This design comes from an exercise in tuning for small area, a short achievable clock period and few clock cycles per item on the open sky130 flow, not from production work. In this exercise RTL edits were held to simulation tests only and were not proved equivalent to the original.

Setup of v6:
==> module weight_update_top, before the edit <==
module weight_update_top
(
    input  logic                  clk,
    input  logic                  rstn,
    input  logic                  start,
    input  wupd_pkg::err_t        e,
    input  wupd_pkg::ref_vec_t    ref_vec,
    input  wupd_pkg::norm_t       n,
    output wupd_pkg::weight_vec_t weights,
    output logic                  busy,
    output logic                  done
);
    localparam int K  = 2;               
    localparam int NW = 26;              
    localparam int DW = 21;              
    localparam int XW = 18;              
    localparam int NI = XW / K;          
    localparam int CW = $clog2(NI);
    logic       accept;
    logic [3:0] ft;          
    logic       pv;          
    logic       dv;          
    logic       dtl;         
    logic [CW-1:0] cnt;        
    logic       wbv;         
    logic       wbl;         
    logic       dlast;
    logic       dload;
    logic       p_en;
    logic [CW-1:0] ld_cnt;      
    assign accept = start && !busy;
    assign dlast  = dv && (cnt == '0);
    assign dload  = pv && (!dv || dlast);
    assign p_en   = busy && !done && (!pv || dload) && !ft[3];
    always_ff @(posedge clk or negedge rstn)
    begin
        if (!rstn)
        begin
            busy <= 1'b0;
            done <= 1'b0;
            ft   <= '0;
            pv   <= 1'b0;
            dv   <= 1'b0;
            dtl  <= 1'b0;
            cnt  <= '0;
            wbv  <= 1'b0;
            wbl  <= 1'b0;
        end
        else
        begin
            done <= wbv && wbl;
            if (accept)
                busy <= 1'b1;
            else if (done)
                busy <= 1'b0;
            if (wbv && wbl)
                ft <= '0;
            else if (p_en)
                ft <= ft + 1'b1;
            if (p_en)
                pv <= 1'b1;
            else if (dload)
                pv <= 1'b0;
            if (dload)
            begin
                dv  <= 1'b1;
                dtl <= ft[3];
                cnt <= ld_cnt;
            end
            else if (dlast)
                dv <= 1'b0;
            else if (dv)
                cnt <= cnt - 1'b1;
            wbv <= dlast;
            wbl <= dlast && dtl;
        end
    end
    logic [3:0]  ft_nx;
    logic [13:0] r_sel;
    logic [13:0] em_q;
    logic [13:0] rm_q;
    logic        sg_q;
    logic [DW-1:0] d_q;
    logic        dok_q;
    logic [4:0]  dbl_q;
    logic [4:0]  dbl;
    assign ft_nx = (wbv && wbl) ? 4'd0 : (ft + 4'(p_en));
    logic [8*14-1:0] ref_flat;
    assign ref_flat = ref_vec;
    assign r_sel    = ref_flat[ft_nx[2:0]*14 +: 14];
    always_comb
    begin
        dbl = '0;
        for (int i = 0; i < DW; i++)
            if (n[10 + i])
                dbl = 5'(i + 1);
    end
    always_ff @(posedge clk)
    begin
        em_q  <= e[13] ? 14'(-e) : 14'(e);
        rm_q  <= r_sel[13] ? 14'(-r_sel) : r_sel;
        sg_q  <= e[13] ^ r_sel[13];
        d_q   <= n[30:10];
        dok_q <= !n[31] && (n[30:10] != '0);
        dbl_q <= dbl;
    end
    logic [NW-1:0] p_q;
    logic          pneg_q;
    logic [27:0]   prod;
    assign prod = {14'b0, em_q} * {14'b0, rm_q} + {27'b0, sg_q};
    always_ff @(posedge clk)
    begin
        if (p_en)
        begin
            p_q    <= prod[NW:1];
            pneg_q <= sg_q;
        end
    end
    logic [4:0]          nbl;
    logic signed [6:0]   j0;
    logic                ld_sat;
    logic [DW+XW-1:0]    ax0;
    always_comb
    begin
        nbl = '0;
        for (int i = 0; i < NW; i++)
            if (p_q[i])
                nbl = 5'(i + 1);
    end
    assign j0 = 7'(nbl) - 7'(dbl_q);
    always_comb
    begin
        ld_cnt = '0;
        for (int c = 1; c < NI; c++)
            if (!j0[6] && (j0[5:0] >= 6'(K * c)))
                ld_cnt = CW'(c);
        ld_sat = !j0[6] && (j0[5:0] >= 6'(XW));
    end
    always_comb
    begin
        ax0 = '0;
        for (int c = 0; c < NI; c++)
            if (ld_cnt == CW'(c))
                ax0 = (DW+XW)'({{(DW+XW-NW){1'b0}}, p_q} << (XW - K * (c + 1)));
    end
    logic [DW-1:0] a_q;
    logic [XW-1:0] x_q;
    logic          dneg_q;
    logic          dsat_q;
    logic [DW-1:0] a_nx;
    logic [XW-1:0] x_nx;
    always_comb
    begin
        logic [DW:0] ash;
        logic [DW:0] dif;
        a_nx = a_q;
        x_nx = x_q;
        for (int k = 0; k < K; k++)
        begin
            ash = {a_nx, x_nx[XW-1]};
            dif = ash - {1'b0, d_q};
            if (!dif[DW])
            begin
                a_nx = dif[DW-1:0];
                x_nx = {x_nx[XW-2:0], 1'b1};
            end
            else
            begin
                a_nx = ash[DW-1:0];
                x_nx = {x_nx[XW-2:0], 1'b0};
            end
        end
    end
    always_ff @(posedge clk)
    begin
        if (dload)
        begin
            {a_q, x_q} <= ax0;
            dneg_q     <= pneg_q;
            dsat_q     <= ld_sat;
        end
        else
        begin
            a_q <= a_nx;
            x_q <= x_nx;
        end
    end
    logic [XW-1:0]       wq_q;
    logic                wneg_q;
    logic                wsat_q;
    logic [8*16-1:0]     ring;
    logic signed [15:0]  w0;
    logic signed [XW+1:0] sum;
    logic [15:0]         wres;
    localparam logic signed [XW+1:0] S_MAX = 32767;
    localparam logic signed [XW+1:0] S_MIN = -32768;
    always_ff @(posedge clk)
    begin
        wq_q   <= x_nx;
        wneg_q <= dneg_q;
        wsat_q <= dsat_q;
    end
    assign w0  = ring[15:0];
    assign sum = wneg_q ? ((XW+2)'(w0) - (XW+2)'({2'b00, wq_q}))
                        : ((XW+2)'(w0) + (XW+2)'({2'b00, wq_q}));
    always_comb
    begin
        if (!dok_q)
            wres = w0;
        else if (wsat_q)
            wres = wneg_q ? 16'h8000 : 16'h7fff;
        else if (sum > S_MAX)
            wres = 16'h7fff;
        else if (sum < S_MIN)
            wres = 16'h8000;
        else
            wres = sum[15:0];
    end
    always_ff @(posedge clk or negedge rstn)
    begin
        if (!rstn)
        begin
            ring <= '0;
        end
        else if (wbv)
        begin
            ring <= {wres, ring[8*16-1:16]};
        end
    end
    assign weights = ring;
endmodule
clock: 10.0 ns
lec_check: 0
cap_margin: 20
core_margin: 2
core_utilization: 40
slew_margin: 20
run.sh (not shown) runs the stock make flow with config.mk's settings and CLKGATE_MAP_FILE= SYNTH_SCRIPT=/design/flow/synth_recipe.tcl, a recipe that flattens the netlist after the stock synthesis.
Testbench counts of v6, summed over its fixed seeds: cycles 10,509, updates 384.
[inputs] v7 vs v6
--- a/flow/design.v
+++ b/flow/design.v
@@ -39,11 +39,11 @@
     input  wupd_pkg::norm_t       n,
     output wupd_pkg::weight_vec_t weights,
     output logic                  busy,
     output logic                  done
 );
-    localparam int K  = 2;               
+    localparam int K  = 3;               
     localparam int NW = 26;              
     localparam int DW = 21;              
     localparam int XW = 18;              
     localparam int NI = XW / K;          
     localparam int CW = $clog2(NI);
Results
The most common cell after layout, fill and taps aside comes out clkdlybuf4s50_1 in one run and nand2_1 in the other, namely in v6 and v7 respectively.
Looking at clock skew, v7 sits 0.012 ns higher than v6 does.
In v7 the critical path depth turned out about 50% higher than in v6.
[v7] area of the die fell 230 um^2 relative to v6
In the reports for v7 and v6, the smaller design area belongs to v6.
From v6 to v7 the numbers moved as follows: number of placed instances, taps included neither gained nor lost much, count of H-tree levels built during CTS grew by 1, final core area utilization has increased.
Both conditions hold for v7: the flow ran to the end and the final layout passed the timing, design-rule and antenna checks.
Count of TritonRoute iterations in the first routing pass, v7 and v6: higher on v7
Any difference in cell count between v6 and v7 is small enough to ignore.
Testbench counts of v7, summed over its fixed seeds: cycles 8,210, updates 384.

* * *

Setup of the baseline:
The RTL this note starts from:
==> flow/design.v <==
package wupd_pkg;
    localparam int NUM_TAPS   = 8;
    localparam int ERR_W      = 14;
    localparam int REF_W      = 14;
    localparam int WEIGHT_W   = 16;
    localparam int PROD_W     = 28;
    localparam int NORM_W     = 32;
    localparam int NORM_SHIFT = 10;
    localparam int QUOT_W     = 27;
    typedef logic signed [ERR_W-1:0]    err_t;
    typedef logic signed [REF_W-1:0]    ref_t;
    typedef logic signed [WEIGHT_W-1:0] weight_t;
    typedef logic signed [PROD_W-1:0]   prod_t;
    typedef logic signed [NORM_W-1:0]   norm_t;
    typedef logic [$clog2(NUM_TAPS)-1:0] tap_idx_t;
    typedef ref_t    [NUM_TAPS-1:0] ref_vec_t;
    typedef weight_t [NUM_TAPS-1:0] weight_vec_t;
    typedef struct packed
    {
        prod_t   prod;       
        weight_t weight;     
    } div_req_t;
    typedef enum logic [1:0]
    {
        S_IDLE,
        S_MULT,
        S_DIV,
        S_WAIT
    } seq_state_t;
endpackage
`timescale 1ns/10ps
module weight_update_top
(
    input  logic                  clk,
    input  logic                  rstn,
    input  logic                  start,
    input  wupd_pkg::err_t        e,
    input  wupd_pkg::ref_vec_t    ref_vec,
    input  wupd_pkg::norm_t       n,
    output wupd_pkg::weight_vec_t weights,
    output logic                  busy,
    output logic                  done
);
    localparam int K  = 2;               
    localparam int NW = 26;              
    localparam int DW = 21;              
    localparam int XW = 18;              
    localparam int NI = XW / K;          
    localparam int CW = $clog2(NI);
    logic       accept;
    logic [3:0] ft;          
    logic       mv;          
    logic       m_en;
    logic       pv;          
    logic       dv;          
    logic       dtl;         
    logic [CW-1:0] cnt;        
    logic       wbv;         
    logic       wbl;         
    logic       dlast;
    logic       dload;
    logic       p_en;
    logic [CW-1:0] ld_cnt;      
    assign accept = start && !busy;
    assign dlast  = dv && (cnt == '0);
    assign dload  = pv && (!dv || dlast);
    assign p_en   = mv && (!pv || dload);
    assign m_en   = busy && !done && (!mv || p_en) && !ft[3];
    always_ff @(posedge clk or negedge rstn)
    begin
        if (!rstn)
        begin
            busy <= 1'b0;
            done <= 1'b0;
            ft   <= '0;
            mv   <= 1'b0;
            pv   <= 1'b0;
            dv   <= 1'b0;
            dtl  <= 1'b0;
            cnt  <= '0;
            wbv  <= 1'b0;
            wbl  <= 1'b0;
        end
        else
        begin
            done <= wbv && wbl;
            if (accept)
                busy <= 1'b1;
            else if (done)
                busy <= 1'b0;
            if (wbv && wbl)
                ft <= '0;
            else if (m_en)
                ft <= ft + 1'b1;
            if (m_en)
                mv <= 1'b1;
            else if (p_en)
                mv <= 1'b0;
            if (p_en)
                pv <= 1'b1;
            else if (dload)
                pv <= 1'b0;
            if (dload)
            begin
                dv  <= 1'b1;
                dtl <= ft[3] && !mv;
                cnt <= ld_cnt;
            end
            else if (dlast)
                dv <= 1'b0;
            else if (dv)
                cnt <= cnt - 1'b1;
            wbv <= dlast;
            wbl <= dlast && dtl;
        end
    end
    logic [3:0]  ft_nx;
    logic [13:0] r_sel;
    logic [13:0] em_q;
    logic [13:0] rx_q;       
    logic        rs_q;
    logic        sg_q;
    logic [DW-1:0] d_q;
    logic        dok_q;
    logic [4:0]  dbl_q;
    logic [4:0]  dbl;
    logic [8*14-1:0] ref_flat;
    assign ft_nx    = (wbv && wbl) ? 4'd0 : (ft + 4'(m_en));
    assign ref_flat = ref_vec;
    assign r_sel    = ref_flat[ft_nx[2:0]*14 +: 14];
    always_comb
    begin
        dbl = '0;
        for (int i = 0; i < DW; i++)
            if (n[10 + i])
                dbl = 5'(i + 1);
    end
    always_ff @(posedge clk)
    begin
        em_q  <= e[13] ? 14'(-e) : 14'(e);
        rx_q  <= r_sel ^ {14{r_sel[13]}};
        rs_q  <= r_sel[13];
        sg_q  <= e[13] ^ r_sel[13];
        d_q   <= n[30:10];
        dok_q <= !n[31] && (n[30:10] != '0);
        dbl_q <= dbl;
    end
    logic [21:0]   mh_q;
    logic [5:0]    ml_q;
    logic          ms_q;
    logic          mneg_q;
    logic [NW-1:0] p_q;
    logic          pneg_q;
    logic [27:0]   prod;
    always_ff @(posedge clk)
    begin
        if (m_en)
        begin
            mh_q   <= {8'b0, em_q} * {14'b0, rx_q[13:6]};
            ml_q   <= rx_q[5:0];
            ms_q   <= rs_q;
            mneg_q <= sg_q;
        end
    end
    assign prod = {mh_q, 6'b0}
                + {14'b0, em_q} * {22'b0, ml_q}
                + (ms_q ? {14'b0, em_q} : 28'b0)
                + {27'b0, mneg_q};
    always_ff @(posedge clk)
    begin
        if (p_en)
        begin
            p_q    <= prod[NW:1];
            pneg_q <= mneg_q;
        end
    end
    logic [4:0]          nbl;
    logic signed [6:0]   j0;
    logic                ld_sat;
    logic [DW+XW-1:0]    ax0;
    always_comb
    begin
        nbl = '0;
        for (int i = 0; i < NW; i++)
            if (p_q[i])
                nbl = 5'(i + 1);
    end
    assign j0 = 7'(nbl) - 7'(dbl_q);
    always_comb
    begin
        ld_cnt = '0;
        for (int c = 1; c < NI; c++)
            if (!j0[6] && (j0[5:0] >= 6'(K * c)))
                ld_cnt = CW'(c);
        ld_sat = !j0[6] && (j0[5:0] >= 6'(XW));
    end
    always_comb
    begin
        ax0 = '0;
        for (int c = 0; c < NI; c++)
            if (ld_cnt == CW'(c))
                ax0 = (DW+XW)'({{(DW+XW-NW){1'b0}}, p_q} << (XW - K * (c + 1)));
    end
    logic [DW-1:0] a_q;
    logic [XW-1:0] x_q;
    logic          dneg_q;
    logic          dsat_q;
    logic [DW-1:0] a_nx;
    logic [XW-1:0] x_nx;
    always_comb
    begin
        logic [DW:0] ash;
        logic [DW:0] dif;
        a_nx = a_q;
        x_nx = x_q;
        for (int k = 0; k < K; k++)
        begin
            ash = {a_nx, x_nx[XW-1]};
            dif = ash - {1'b0, d_q};
            if (!dif[DW])
            begin
                a_nx = dif[DW-1:0];
                x_nx = {x_nx[XW-2:0], 1'b1};
            end
            else
            begin
                a_nx = ash[DW-1:0];
                x_nx = {x_nx[XW-2:0], 1'b0};
            end
        end
    end
    always_ff @(posedge clk)
    begin
        if (dload)
        begin
            {a_q, x_q} <= ax0;
            dneg_q     <= pneg_q;
            dsat_q     <= ld_sat;
        end
        else
        begin
            a_q <= a_nx;
            x_q <= x_nx;
        end
    end
    logic [XW-1:0]       wq_q;
    logic                wneg_q;
    logic                wsat_q;
    logic [8*16-1:0]     ring;
    logic signed [15:0]  w0;
    logic signed [XW+1:0] sum;
    logic [15:0]         wres;
    localparam logic signed [XW+1:0] S_MAX = 32767;
    localparam logic signed [XW+1:0] S_MIN = -32768;
    always_ff @(posedge clk)
    begin
        wq_q   <= x_nx;
        wneg_q <= dneg_q;
        wsat_q <= dsat_q;
    end
    assign w0  = ring[15:0];
    assign sum = wneg_q ? ((XW+2)'(w0) - (XW+2)'({2'b00, wq_q}))
                        : ((XW+2)'(w0) + (XW+2)'({2'b00, wq_q}));
    always_comb
    begin
        if (!dok_q)
            wres = w0;
        else if (wsat_q)
            wres = wneg_q ? 16'h8000 : 16'h7fff;
        else if (sum > S_MAX)
            wres = 16'h7fff;
        else if (sum < S_MIN)
            wres = 16'h8000;
        else
            wres = sum[15:0];
    end
    always_ff @(posedge clk or negedge rstn)
    begin
        if (!rstn)
        begin
            ring <= '0;
        end
        else if (wbv)
        begin
            ring <= {wres, ring[8*16-1:16]};
        end
    end
    assign weights = ring;
endmodule
export LEC_CHECK = 0
export ABC_AREA = 1
export CAP_MARGIN = 20
export CORE_MARGIN = 2
export CORE_UTILIZATION = 40
export SETUP_SLACK_MARGIN = 5
export SLEW_MARGIN = 20
export TNS_END_PERCENT = 100
create_clock -name core_clock -period 10.0 [get_ports {clk}]
Testbench counts of the baseline, summed over its fixed seeds: cycles 10,893, updates 384.
Modified inputs, the candidate compared to the baseline
--- a/flow/design.v
+++ b/flow/design.v
@@ -38,16 +38,16 @@
     input  wupd_pkg::ref_vec_t    ref_vec,
     input  wupd_pkg::norm_t       n,
     output wupd_pkg::weight_vec_t weights,
     output logic                  busy,
     output logic                  done
 );
-    localparam int K  = 2;               
+    localparam int K  = 4;               
     localparam int NW = 26;              
     localparam int DW = 21;              
-    localparam int XW = 18;              
+    localparam int XW = 20;              
     localparam int NI = XW / K;          
     localparam int CW = $clog2(NI);
     logic       accept;
     logic [3:0] ft;          
     logic       mv;          
     logic       m_en;
@@ -204,31 +204,48 @@
     logic [DW-1:0] a_q;
     logic [XW-1:0] x_q;
     logic          dneg_q;
     logic          dsat_q;
     logic [DW-1:0] a_nx;
     logic [XW-1:0] x_nx;
-    always_comb
-    begin
-        logic [DW:0] ash;
-        logic [DW:0] dif;
+    logic [DW+1:0] d3_q;
+    always_ff @(posedge clk)
+        d3_q <= {1'b0, d_q, 1'b0} + {2'b0, d_q};
+    always_comb
+    begin
+        logic [DW+1:0] ash;
+        logic [DW+2:0] t1;
+        logic [DW+2:0] t2;
+        logic [DW+2:0] t3;
         a_nx = a_q;
         x_nx = x_q;
-        for (int k = 0; k < K; k++)
-        begin
-            ash = {a_nx, x_nx[XW-1]};
-            dif = ash - {1'b0, d_q};
-            if (!dif[DW])
-            begin
-                a_nx = dif[DW-1:0];
-                x_nx = {x_nx[XW-2:0], 1'b1};
+        for (int k = 0; k < K / 2; k++)
+        begin
+            ash = {a_nx, x_nx[XW-1 -: 2]};
+            t1  = {1'b0, ash} - {3'b0, d_q};
+            t2  = {1'b0, ash} - {2'b0, d_q, 1'b0};
+            t3  = {1'b0, ash} - {1'b0, d3_q};
+            if (!t3[DW+2])
+            begin
+                a_nx = t3[DW-1:0];
+                x_nx = {x_nx[XW-3:0], 2'd3};
+            end
+            else if (!t2[DW+2])
+            begin
+                a_nx = t2[DW-1:0];
+                x_nx = {x_nx[XW-3:0], 2'd2};
+            end
+            else if (!t1[DW+2])
+            begin
+                a_nx = t1[DW-1:0];
+                x_nx = {x_nx[XW-3:0], 2'd1};
             end
             else
             begin
                 a_nx = ash[DW-1:0];
-                x_nx = {x_nx[XW-2:0], 1'b0};
+                x_nx = {x_nx[XW-3:0], 2'd0};
             end
         end
     end
     always_ff @(posedge clk)
     begin
         if (dload)
### Flow results
- Run comparison: the baseline startpoint of the worst setup timing path ml_q[2]; the candidate startpoint of the worst setup timing path d_q[14]
- In the metrics for the candidate and the baseline, the one carrying the lower gate count after technology mapping is the baseline.
- Adder-cell share of the synthesized area came out higher on the candidate than on the baseline.
- Changes observed in the candidate relative to the baseline: instance count on the critical path up 9; xor/xnor cell area share of the yosys netlist up 0.81 points; required time of the critical path up 0.13 ns.
Testbench counts of the candidate, summed over its fixed seeds: cycles 7,465, updates 384.

## port drivers added, routing unchanged
In the flow no input, the clock included, has a driving cell. The finished layouts below were timed again as built, in two steps.
Step 1, drivers: a clkbuf_16 drives clk and a buf_2 each remaining input, both assumed.
Step 2 also shifts input and output timing later by t, the mid clock arrival at the registers, as if the neighbouring blocks saw the same clock.
Slacks: ideal ports / drivers / drivers and shift; pairs: ideal ports / drivers.
run | shift t [ns] | setup slack, ns | worst hold slack (ns) | worst register clock-pin slew, ns
v6 | 0.629 | 3.266 / 3.266 / 3.266 | 0.339 / 0.339 / 0.339 | 0.07 / 0.07
v7 | 0.605 | 0.865 / 0.865 / 0.865 | 0.340 / 0.340 / 0.340 | 0.07 / 0.07
the baseline | 0.629 | 5.141 / 5.141 / 5.141 | 0.342 / 0.342 / 0.342 | 0.06 / 0.06
the candidate | 0.643 | 5.035 / 5.035 / 5.035 | 0.339 / 0.339 / 0.339 | 0.07 / 0.07
After both steps every run listed still meets setup and hold.
